This design comes from an exercise in tuning for a short achievable clock period and few clock cycles on the open sky130 flow, not from production work.
Only simulation tests tie the RTL to the original design; equivalence was not proved.
Power figures rest on the tool's default switching activity, not on a simulated workload.

[flow/design.v]
`timescale 1ns/10ps
module wr_port_buf #(
    parameter int FIFO_DEPTH = 16    
) (
    input  logic        i_clk,
    input  logic        i_reset,
    input  logic        i_start,
    input  logic [7:0]  i_addr,
    input  logic [4:0]  i_len,
    input  logic        i_valid,
    input  logic [15:0] i_data,
    output logic        o_busy,
    output logic        o_req,      
    output logic [7:0]  o_addr,
    output logic [4:0]  o_len,
    output logic [15:0] o_wdata,
    input  logic        i_grant,
    input  logic        i_strobe,   
    input  logic        i_done
);
    localparam int PTR_W = $clog2(FIFO_DEPTH);
    localparam logic [1:0] P_IDLE  = 2'd0;
    localparam logic [1:0] P_FILL  = 2'd1;
    localparam logic [1:0] P_WAIT  = 2'd2;
    localparam logic [1:0] P_DRAIN = 2'd3;
    logic [15:0]      fifo [FIFO_DEPTH];
    logic [PTR_W-1:0] wr_ptr;
    logic [PTR_W-1:0] rd_ptr;
    logic [1:0]       state;
    logic [7:0]       addr_q;
    logic [4:0]       len_q;
    logic [4:0]       in_cnt;
    logic             take;
    logic             push;
    assign take   = (state == P_IDLE) && i_start && (i_len != '0);
    assign push   = (state == P_FILL) && i_valid;   
    assign o_busy = (state != P_IDLE);
    assign o_req   = (state == P_WAIT) || (state == P_DRAIN);
    assign o_addr  = addr_q;
    assign o_len   = len_q;
    assign o_wdata = fifo[rd_ptr];   
    always_ff @(posedge i_clk) begin
        if (push) fifo[wr_ptr] <= i_data;
        if (take) begin
            addr_q <= i_addr;
            len_q  <= i_len;
        end
    end
    always_ff @(posedge i_clk) begin
        if (i_reset) begin
            state  <= P_IDLE;
            wr_ptr <= '0;
            rd_ptr <= '0;
            in_cnt <= '0;
        end else begin
            if (push) wr_ptr <= wr_ptr + 1'b1;
            if (i_strobe) rd_ptr <= rd_ptr + 1'b1;   
            case (state)
                P_IDLE: if (take) begin
                    in_cnt <= '0;
                    state  <= P_FILL;
                end
                P_FILL: if (push) begin
                    in_cnt <= in_cnt + 1'b1;
                    if (in_cnt + 1'b1 == len_q) state <= P_WAIT;   
                end
                P_WAIT: if (i_grant) state <= P_DRAIN;
                P_DRAIN: if (i_done) state <= P_IDLE;
                default: state <= P_IDLE;
            endcase
        end
    end
endmodule
`timescale 1ns/10ps
module rd_port_buf #(
    parameter int FIFO_DEPTH = 16
) (
    input  logic        i_clk,
    input  logic        i_reset,
    input  logic        i_start,
    input  logic [7:0]  i_addr,
    input  logic [4:0]  i_len,
    input  logic        i_credit,
    output logic        o_valid,
    output logic [15:0] o_data,
    output logic        o_busy,
    output logic        o_req,      
    output logic [7:0]  o_addr,
    output logic [4:0]  o_len,
    input  logic        i_grant,
    input  logic        i_strobe,   
    input  logic [15:0] i_rdata,
    input  logic        i_done
);
    localparam int PTR_W = $clog2(FIFO_DEPTH);
    localparam logic [1:0] P_IDLE  = 2'd0;
    localparam logic [1:0] P_FILL  = 2'd1;
    localparam logic [1:0] P_WAIT  = 2'd2;
    localparam logic [1:0] P_DRAIN = 2'd3;
    logic [15:0]      fifo [FIFO_DEPTH];
    logic [PTR_W-1:0] wr_ptr;
    logic [PTR_W-1:0] rd_ptr;
    logic [PTR_W:0]   level;
    logic [4:0]       credits;
    logic [1:0]       state;
    logic [7:0]       addr_q;
    logic [4:0]       len_q;
    logic [4:0]       out_cnt;
    logic             take;
    logic             pop;
    assign take    = (state == P_IDLE) && i_start && (i_len != '0);
    assign pop     = (credits != '0) && (level != '0);
    assign o_valid = pop;
    assign o_data  = fifo[rd_ptr];
    assign o_busy  = (state != P_IDLE);
    assign o_req  = (state == P_WAIT) || (state == P_FILL);
    assign o_addr = addr_q;
    assign o_len  = len_q;
    always_ff @(posedge i_clk) begin
        if (i_strobe) fifo[wr_ptr] <= i_rdata;
        if (take) begin
            addr_q <= i_addr;
            len_q  <= i_len;
        end
    end
    always_ff @(posedge i_clk) begin
        if (i_reset) begin
            state   <= P_IDLE;
            wr_ptr  <= '0;
            rd_ptr  <= '0;
            level   <= '0;
            credits <= '0;
            out_cnt <= '0;
        end else begin
            if (i_strobe) wr_ptr <= wr_ptr + 1'b1;
            if (pop) rd_ptr <= rd_ptr + 1'b1;
            case ({i_strobe, pop})
                2'b10:   level <= level + 1'b1;
                2'b01:   level <= level - 1'b1;
                default: level <= level;
            endcase
            case ({i_credit, pop})
                2'b10:   if (credits != '1) credits <= credits + 1'b1;   
                2'b01:   credits <= credits - 1'b1;
                default: credits <= credits;
            endcase
            if (pop) out_cnt <= out_cnt + 1'b1;
            case (state)
                P_IDLE: if (take) begin
                    out_cnt <= '0;
                    state   <= P_WAIT;
                end
                P_WAIT:  if (i_grant) state <= P_FILL;
                P_FILL:  if (i_done) state <= P_DRAIN;
                P_DRAIN: if (pop && (out_cnt + 1'b1 == len_q)) state <= P_IDLE;
                default: state <= P_IDLE;
            endcase
        end
    end
endmodule
`timescale 1ns/10ps
module rr_arbiter (
    input  logic        i_clk,
    input  logic        i_reset,
    input  logic        i_rd0_req,
    input  logic [7:0]  i_rd0_addr,
    input  logic [4:0]  i_rd0_len,
    output logic        o_rd0_grant,
    output logic        o_rd0_strobe,
    output logic        o_rd0_done,
    input  logic        i_rd1_req,
    input  logic [7:0]  i_rd1_addr,
    input  logic [4:0]  i_rd1_len,
    output logic        o_rd1_grant,
    output logic        o_rd1_strobe,
    output logic        o_rd1_done,
    input  logic        i_wr0_req,
    input  logic [7:0]  i_wr0_addr,
    input  logic [4:0]  i_wr0_len,
    input  logic [15:0] i_wr0_wdata,
    output logic        o_wr0_grant,
    output logic        o_wr0_strobe,
    output logic        o_wr0_done,
    input  logic        i_wr1_req,
    input  logic [7:0]  i_wr1_addr,
    input  logic [4:0]  i_wr1_len,
    input  logic [15:0] i_wr1_wdata,
    output logic        o_wr1_grant,
    output logic        o_wr1_strobe,
    output logic        o_wr1_done,
    output logic        o_mem_valid,
    output logic        o_mem_write,
    output logic [7:0]  o_mem_addr,
    output logic [4:0]  o_mem_len,
    output logic [15:0] o_mem_wdata,
    input  logic        i_mem_strobe,
    input  logic        i_mem_done
);
    localparam int SEL_RD0 = 0;
    localparam int SEL_RD1 = 1;
    localparam int SEL_WR0 = 2;
    localparam int SEL_WR1 = 3;
    logic [3:0] token;   
    logic [3:0] next_token;
    logic [3:0] req_vec;
    logic [3:0] hold;
    logic       locked;
    assign req_vec    = {i_wr1_req, i_wr0_req, i_rd1_req, i_rd0_req};
    assign next_token = {token[2:0], token[3]};
    assign hold       = locked ? token : '0;   
    always_ff @(posedge i_clk) begin
        if (i_reset) begin
            token  <= 4'b0001;   
            locked <= 1'b0;
        end else if (locked) begin
            if (i_mem_done) begin
                locked <= 1'b0;
                token  <= next_token;
            end
        end else if ((req_vec & token) != '0) begin
            locked <= 1'b1;
        end else begin
            token <= next_token;   
        end
    end
    assign o_mem_valid = locked;
    assign o_mem_write = token[SEL_WR0] || token[SEL_WR1];
    always_comb begin
        o_mem_addr  = i_rd0_addr;
        o_mem_len   = i_rd0_len;
        o_mem_wdata = i_wr0_wdata;
        if (token[SEL_RD1]) begin
            o_mem_addr = i_rd1_addr;
            o_mem_len  = i_rd1_len;
        end else if (token[SEL_WR0]) begin
            o_mem_addr = i_wr0_addr;
            o_mem_len  = i_wr0_len;
        end else if (token[SEL_WR1]) begin
            o_mem_addr  = i_wr1_addr;
            o_mem_len   = i_wr1_len;
            o_mem_wdata = i_wr1_wdata;
        end
    end
    assign o_rd0_grant  = hold[SEL_RD0];
    assign o_rd0_strobe = hold[SEL_RD0] && i_mem_strobe;
    assign o_rd0_done   = hold[SEL_RD0] && i_mem_done;
    assign o_rd1_grant  = hold[SEL_RD1];
    assign o_rd1_strobe = hold[SEL_RD1] && i_mem_strobe;
    assign o_rd1_done   = hold[SEL_RD1] && i_mem_done;
    assign o_wr0_grant  = hold[SEL_WR0];
    assign o_wr0_strobe = hold[SEL_WR0] && i_mem_strobe;
    assign o_wr0_done   = hold[SEL_WR0] && i_mem_done;
    assign o_wr1_grant  = hold[SEL_WR1];
    assign o_wr1_strobe = hold[SEL_WR1] && i_mem_strobe;
    assign o_wr1_done   = hold[SEL_WR1] && i_mem_done;
endmodule
`timescale 1ns/10ps
module burst_engine (
    input  logic        i_clk,
    input  logic        i_reset,
    input  logic        i_valid,    
    input  logic        i_write,
    input  logic [7:0]  i_addr,
    input  logic [4:0]  i_len,
    input  logic [15:0] i_wdata,
    output logic        o_strobe,
    output logic [15:0] o_rdata,
    output logic        o_done
);
    localparam logic [1:0] E_IDLE  = 2'd0;
    localparam logic [1:0] E_WRITE = 2'd1;
    localparam logic [1:0] E_READ  = 2'd2;
    logic [15:0] ram [256];
    logic [1:0]  state;
    logic [7:0]  ptr;       
    logic [4:0]  cnt;       
    logic        wr_en;
    logic        rd_en;
    logic        rd_vld;
    logic        rd_last;
    logic [15:0] rd_q;
    assign wr_en = (state == E_WRITE);
    assign rd_en = (state == E_READ) && (cnt != '0);
    assign o_strobe = wr_en || rd_vld;
    assign o_done   = (wr_en && (cnt == 5'd1)) || (rd_vld && rd_last);
    assign o_rdata  = rd_q;
    always_ff @(posedge i_clk) begin
        if (wr_en) ram[ptr] <= i_wdata;
        if (rd_en) rd_q <= ram[ptr];   
    end
    always_ff @(posedge i_clk) begin
        if (i_reset) begin
            state   <= E_IDLE;
            ptr     <= '0;
            cnt     <= '0;
            rd_vld  <= 1'b0;
            rd_last <= 1'b0;
        end else begin
            rd_vld  <= rd_en;
            rd_last <= rd_en && (cnt == 5'd1);
            case (state)
                E_IDLE: if (i_valid) begin
                    ptr   <= i_addr;
                    cnt   <= i_len;
                    state <= i_write ? E_WRITE : E_READ;
                end
                E_WRITE, E_READ: begin
                    if (wr_en || rd_en) begin
                        ptr <= ptr + 1'b1;
                        cnt <= cnt - 1'b1;
                    end
                    if (o_done) state <= E_IDLE;   
                end
                default: state <= E_IDLE;
            endcase
        end
    end
endmodule
`timescale 1ns/10ps
module sdram_port_arb #(
    parameter int FIFO_DEPTH = 16
) (
    input  logic        i_clk,
    input  logic        i_reset,
    input  logic        i_wr0_start,
    input  logic [7:0]  i_wr0_addr,
    input  logic [4:0]  i_wr0_len,
    input  logic        i_wr0_valid,
    input  logic [15:0] i_wr0_data,
    output logic        o_wr0_busy,
    input  logic        i_wr1_start,
    input  logic [7:0]  i_wr1_addr,
    input  logic [4:0]  i_wr1_len,
    input  logic        i_wr1_valid,
    input  logic [15:0] i_wr1_data,
    output logic        o_wr1_busy,
    input  logic        i_rd0_start,
    input  logic [7:0]  i_rd0_addr,
    input  logic [4:0]  i_rd0_len,
    input  logic        i_rd0_credit,
    output logic        o_rd0_valid,
    output logic [15:0] o_rd0_data,
    output logic        o_rd0_busy,
    input  logic        i_rd1_start,
    input  logic [7:0]  i_rd1_addr,
    input  logic [4:0]  i_rd1_len,
    input  logic        i_rd1_credit,
    output logic        o_rd1_valid,
    output logic [15:0] o_rd1_data,
    output logic        o_rd1_busy
);
    logic        rd0_req,   rd1_req,   wr0_req,   wr1_req;
    logic [7:0]  rd0_addr,  rd1_addr,  wr0_addr,  wr1_addr;
    logic [4:0]  rd0_len,   rd1_len,   wr0_len,   wr1_len;
    logic [15:0] wr0_wdata, wr1_wdata;
    logic        rd0_grant, rd1_grant, wr0_grant, wr1_grant;
    logic        rd0_strobe, rd1_strobe, wr0_strobe, wr1_strobe;
    logic        rd0_done,  rd1_done,  wr0_done,  wr1_done;
    logic [15:0] rd_rdata;
    logic        mem_valid;
    logic        mem_write;
    logic [7:0]  mem_addr;
    logic [4:0]  mem_len;
    logic [15:0] mem_wdata;
    logic        mem_strobe;
    logic [15:0] mem_rdata;
    logic        mem_done;
    wr_port_buf #(.FIFO_DEPTH(FIFO_DEPTH)) u_wr0 (
        .i_clk, .i_reset, .i_start(i_wr0_start), .i_addr(i_wr0_addr), .i_len(i_wr0_len),
        .i_valid(i_wr0_valid), .i_data(i_wr0_data), .o_busy(o_wr0_busy),
        .o_req(wr0_req), .o_addr(wr0_addr), .o_len(wr0_len), .o_wdata(wr0_wdata),
        .i_grant(wr0_grant), .i_strobe(wr0_strobe), .i_done(wr0_done)
    );
    wr_port_buf #(.FIFO_DEPTH(FIFO_DEPTH)) u_wr1 (
        .i_clk, .i_reset, .i_start(i_wr1_start), .i_addr(i_wr1_addr), .i_len(i_wr1_len),
        .i_valid(i_wr1_valid), .i_data(i_wr1_data), .o_busy(o_wr1_busy),
        .o_req(wr1_req), .o_addr(wr1_addr), .o_len(wr1_len), .o_wdata(wr1_wdata),
        .i_grant(wr1_grant), .i_strobe(wr1_strobe), .i_done(wr1_done)
    );
    rd_port_buf #(.FIFO_DEPTH(FIFO_DEPTH)) u_rd0 (
        .i_clk, .i_reset, .i_start(i_rd0_start), .i_addr(i_rd0_addr), .i_len(i_rd0_len),
        .i_credit(i_rd0_credit), .o_valid(o_rd0_valid), .o_data(o_rd0_data),
        .o_busy(o_rd0_busy),
        .o_req(rd0_req), .o_addr(rd0_addr), .o_len(rd0_len),
        .i_grant(rd0_grant), .i_strobe(rd0_strobe), .i_rdata(mem_rdata), .i_done(rd0_done)
    );
    rd_port_buf #(.FIFO_DEPTH(FIFO_DEPTH)) u_rd1 (
        .i_clk, .i_reset, .i_start(i_rd1_start), .i_addr(i_rd1_addr), .i_len(i_rd1_len),
        .i_credit(i_rd1_credit), .o_valid(o_rd1_valid), .o_data(o_rd1_data),
        .o_busy(o_rd1_busy),
        .o_req(rd1_req), .o_addr(rd1_addr), .o_len(rd1_len),
        .i_grant(rd1_grant), .i_strobe(rd1_strobe), .i_rdata(mem_rdata), .i_done(rd1_done)
    );
    rr_arbiter u_arb (
        .i_clk, .i_reset,
        .i_rd0_req(rd0_req), .i_rd0_addr(rd0_addr), .i_rd0_len(rd0_len),
        .o_rd0_grant(rd0_grant), .o_rd0_strobe(rd0_strobe), .o_rd0_done(rd0_done),
        .i_rd1_req(rd1_req), .i_rd1_addr(rd1_addr), .i_rd1_len(rd1_len),
        .o_rd1_grant(rd1_grant), .o_rd1_strobe(rd1_strobe), .o_rd1_done(rd1_done),
        .i_wr0_req(wr0_req), .i_wr0_addr(wr0_addr), .i_wr0_len(wr0_len), .i_wr0_wdata(wr0_wdata),
        .o_wr0_grant(wr0_grant), .o_wr0_strobe(wr0_strobe), .o_wr0_done(wr0_done),
        .i_wr1_req(wr1_req), .i_wr1_addr(wr1_addr), .i_wr1_len(wr1_len), .i_wr1_wdata(wr1_wdata),
        .o_wr1_grant(wr1_grant), .o_wr1_strobe(wr1_strobe), .o_wr1_done(wr1_done),
        .o_mem_valid(mem_valid), .o_mem_write(mem_write), .o_mem_addr(mem_addr),
        .o_mem_len(mem_len), .o_mem_wdata(mem_wdata),
        .i_mem_strobe(mem_strobe), .i_mem_done(mem_done)
    );
    burst_engine u_eng (
        .i_clk, .i_reset,
        .i_valid(mem_valid), .i_write(mem_write), .i_addr(mem_addr), .i_len(mem_len),
        .i_wdata(mem_wdata), .o_strobe(mem_strobe), .o_rdata(mem_rdata), .o_done(mem_done)
    );
endmodule
[flow/run.sh]
#!/bin/bash
# synth_recipe.tcl (not shown) runs the flow's synth.tcl, then flattens the netlist and writes it again
# the make line also repeats each setting of config.mk as NAME=value (left out here)
make -C /OpenROAD-flow-scripts/flow DESIGN_CONFIG=/design/flow/config.mk WORK_HOME=/design/flow/orfs CLKGATE_MAP_FILE= SYNTH_SCRIPT=/design/flow/synth_recipe.tcl finish
[flow/config.mk]
export PLATFORM = sky130hd
export DESIGN_NAME = sdram_port_arb
export DESIGN_NICKNAME = sdram_port_arb
export VERILOG_FILES = /design/flow/design.v
export SDC_FILE = /design/flow/constraint.sdc
export NUM_CORES = 4
export LEC_CHECK = 0
export CAP_MARGIN = 20
export CORE_MARGIN = 2
export CORE_UTILIZATION = 40
export SLEW_MARGIN = 20
export SYNTH_MEMORY_MAX_BITS = 8192
[flow/constraint.sdc]
create_clock -name core_clock -period 5.0 [get_ports {i_clk}]
set_input_delay 1.0000 -clock core_clock [delete_from_list [all_inputs] [get_ports {i_clk}]]
set_output_delay 1.0000 -clock core_clock [all_outputs]
set_load 0.01 [all_outputs]
==> run notes <==
## synthesized netlist by cell type, types with 3 or more instances
library cell  instances
a22oi_1             519
ha_1                 64
fa_1                  4
and2_1               53
buf_6                17
o21ai_0              57
a21o_1                6
and3_1               29
nor2_1              357
edfxtp_1           5188
a31oi_1               3
o221ai_1              3
nand2b_1              6
inv_1                43
clkbuf_1            318
xor2_1               37
mux2i_1              31
o211ai_1              5
or2_2                 3
xnor2_1              26
o22ai_1               3
mux4_2             1344
buf_2                93
nand3b_1              3
nand2_1              84
nand4_1              25
nor4_1                4
nor2b_1              18
nand3_1              41
buf_4                27
nor3b_1               6
or3_1                11
o41ai_1              68
a211oi_1             10
inv_2                 3
a21oi_1             316
mux2_2               17
nor3_1               18
dfxtp_1             118
or4_1                 8
buf_1                66
## routing by layer
metal	up-vias	share of wire	global-route usage
met1	53767	0.41	0.2815
met2	4474	0.48	0.3248
met3	709	0.083	0.03628
met4	16	0.027	0.05259
li1	40235	-	-
met5	-	0.00020	0
## sequential cells by signal (all words and copies together) (netlist names), 5 cells and up, named ones only
signal         cells
u_eng.ram       4096
u_wr1.addr_q       8
u_rd0.level        5
u_eng.ptr          8
u_wr1.len_q        5
u_rd0.len_q        5
u_rd1.addr_q       8
u_rd0.credits      5
u_wr1.fifo       256
u_rd0.fifo       256
u_eng.rd_q        16
u_wr0.addr_q       8
u_rd1.fifo       256
u_rd1.credits      5
u_wr1.in_cnt       5
u_rd0.addr_q       8
u_rd1.len_q        5
u_wr0.len_q        5
u_wr0.fifo       256
u_rd1.level        5
u_rd0.out_cnt      5
u_rd1.out_cnt      5
u_eng.cnt          5
u_wr0.in_cnt       5
## worst max-delay path, cell delays in order, from the launching register on
cell	delay [ns]
dfxtp_4	0.75
buf_4	0.34
mux4_2	0.61
mux4_2	0.49
clkdlybuf4s50_1	0.49
## power by group through the flow
| stage | clock network [mW] | registers (mW) | logic [mW] |
|---|---|---|---|
| 3_5_place_dp | 0 | 52.4 | 25.4 |
| 6_report | 39.1 | 51.5 | 25.2 |
| 2_1_floorplan | 0 | 52.4 | 15.3 |
| 5_1_grt | 41.5 | 51.5 | 26.6 |
| 4_1_cts | 39.8 | 51.5 | 25.5 |
| 3_3_place_gp | 0 | 52.4 | 25.0 |
## area by class of cell
cell class / instances / area, µm² / share of cell area
antenna: 17 / 42.54 / 0.0001820
clock buffer: 656 / 14320 / 0.06127
clock inverter: 306 / 2784 / 0.01191
inverter: 46 / 172.7 / 0.0007389
multi-input combinational: 3203 / 42650 / 0.1825
sequential: 5306 / 158200 / 0.6769
tap: 6706 / 8391 / 0.03591
timing repair buffer: 772 / 7139 / 0.03055
## kinds of logic (layout without fill, tap and decap cells)
family,count (synthesis),in the layout,share of synthesized area
AND/OR/NAND/NOR,668,668,0.01493
XOR/XNOR,65,65,0.002945
AO/OA/AOI/OAI,1010,1010,0.03341
flip-flops,5306,5306,0.7803
multiplexers,1392,1392,0.1518
other,0,17,0
adder cells (fa/ha/maj),68,68,0.004346
buffers and inverters,567,1780,0.01221
## stage by stage
stage,cells,utilization
6_report,17012,0.4629
3_5_place_dp,16030,0.4287
2_1_floorplan,9076,-
4_1_cts,16992,0.4626
3_3_place_gp,16025,0.4285
5_1_grt,16996,0.4628
## worst min path at each step
| stage | from | end | slack (ns) | cells after the start |
|---|---|---|---|---|
| floorplan | u_eng.cnt[1] | u_eng.cnt[1] | 0.45 | 2 |
| global placement | u_eng.cnt[1] | u_eng.cnt[1] | 0.46 | 2 |
| detailed placement | u_eng.cnt[1] | u_eng.cnt[1] | 0.47 | 2 |
| CTS | i_reset | u_eng.cnt[4] | 0.28 | 2 |
| global route | i_reset | u_rd0.wr_ptr[3] | 0.33 | 2 |
| finish | i_reset | u_rd1.level[4] | 0.38 | 2 |
==> qor.yml <==
critical_path:
  crit_end: "o_rd1_data[14]"
  rrSetupSlack_ns: 0.31
  start_kind: "flip-flop"
  r2r_start: "u_eng.ptr[0]"
  r2r_end: "u_eng.rd_q[6]"
  crit_path_max_fanout: 29
  required_ns: 4.00
  r2r_cells: 9
  path_class: "flip-flop to primary output"
  critPathCaptureType: "primary output"
  cp.arrival_ns: 3.75
status:
  outcome: "finished clean"
power_and_ir_drop:
  power_frac_comb: 0.218
  power_mw: 115.9
  seqPwrFrac: 0.445
  p_switching_mw: 32.95
  internal_power_mw: 82.93
  power_density_nw_per_um2: 495.9
  power.leakage_nw: 71.18
  p_sw_frac: 0.2844
  ir_worst_vdd_mv: 0.4243
  clkPwrFrac: 0.338
detailed_routing:
  drt_iter0_drc: 12278
  wl_per_cell_um: 30.79
  first_pass_iters: 6
  viasPerCell: 5.831
  route.vias.total: 99201
  antenna_left: 0
  drt-total-wl_um: 523800
  drc: 0
hold_path:
  min-delay-path-class: "input port to flip-flop"
timing:
  rsz0062_at_grt: "false"
  tightest_slew_ns: 1.209
  final.setup.tns_ns: 0
  fin_ws_ns: 0.2527
  hold_viol: 0
  skew_ns: 0.07508
  period_share: 0.9495
  relSlewSlack: 0.1942
  finalMaxSlewViolations: 0
  finalCriticalPeriod_ns: 4.747
  holdWs_ns: 0.3800
  setup_viol: 0
  max_freq_mhz: 210.6
clocking:
  ctsHoldBuffers: 0
  root_buffer: "clkbuf_16"
  numCtsBuffers: 543
  ctsResizeCount: 0
  clockBufferDepth: 4
  htreeDepth: 6
  postCtsSetupBuffers: 0
  cts.sinks: 5306
  clk_latency_ns: 1.08
  cts_tree: "yes"
  clkTransAtPathRegs_ns: 0.06
yosys:
  async_flop_share: 0
  synth_nets: 9238
  ys_ff_latch: 5306
  synth_area_leader_cell: "edfxtp_1"
  yosysTopAreaCellShare: 0.7687
  synthCells: 9076
  netlist-cell-type-count: 57
  synth_ff_type: "edfxtp_1"
  synthTopCellsByArea: "edfxtp_1 77%, mux4_2 15%, a22oi_1 1.9%, dfxtp_1 1.2%, a21oi_1 0.78%"
  synth_area_um2: 202700
  postSynthAreaPerCell_um2: 22.33
  synth_edf_count: 5188
  yosysSeqAreaShare: 0.7803
  yosysWarnings: 4
placement:
  gp_congestion: 0.8118
  portBuffers: 131
  placed_cell_area_um2: 216500
  dp_slack_ns: 0.2480
  dp_hpwl_um: 308700
global_routing:
  grt_pass1_wl_um: 742900
  grt_max_degree: 153
  antenna_found_initial: 34
  gr-total-overflow: 0
  grt_pass1_vias: 99497
  track_usage: 0.2004
layout:
  drive_above_1_share: 0.2769
  final_common_cell: "edfxtp_1"
  nFillCells: 41330
  nets: 10034
  area_growth_pct: 15.30
  final_area_um2: 233700
  mostFrequentLayoutCells: "5,188 x edfxtp_1, 1,344 x mux4_2, 558 x buf_4"
die:
  ios: 132
  dieArea_um2: 512400
  die_h_um: 715.8
  coreArea_um2: 504900
  die_w_um: 715.8
  num_rows: 261
  start_util: 0.4014
flow_run:
  cap_violations: 0
Testbench counts, summed over its fixed seeds: cycles 39,587.

## afterwards: timing with drivers on the ports
No port has a modelled driver above. Below, the same layout with a new extraction and two added sets of constraints.
Step 1 assumes that a clkbuf_16 drives the clock port and a buf_2 every other input.
Step 2 also shifts input and output timing later by t, the mid clock arrival at the registers, as if the neighbouring blocks saw the same clock.
Slacks: ideal ports / drivers / drivers and shift; pairs: ideal ports / drivers.
t (ns): 1.153
setup WS [ns]: 0.253 / 0.141 / 0.312
worst setup path at the end: register to register
worst data-port slew with drivers (ns): 0.18
After both steps this run still meets setup and hold. For this run, drivers alone change the setup slack by -0.112 ns; drivers and shift together by +0.059 ns.
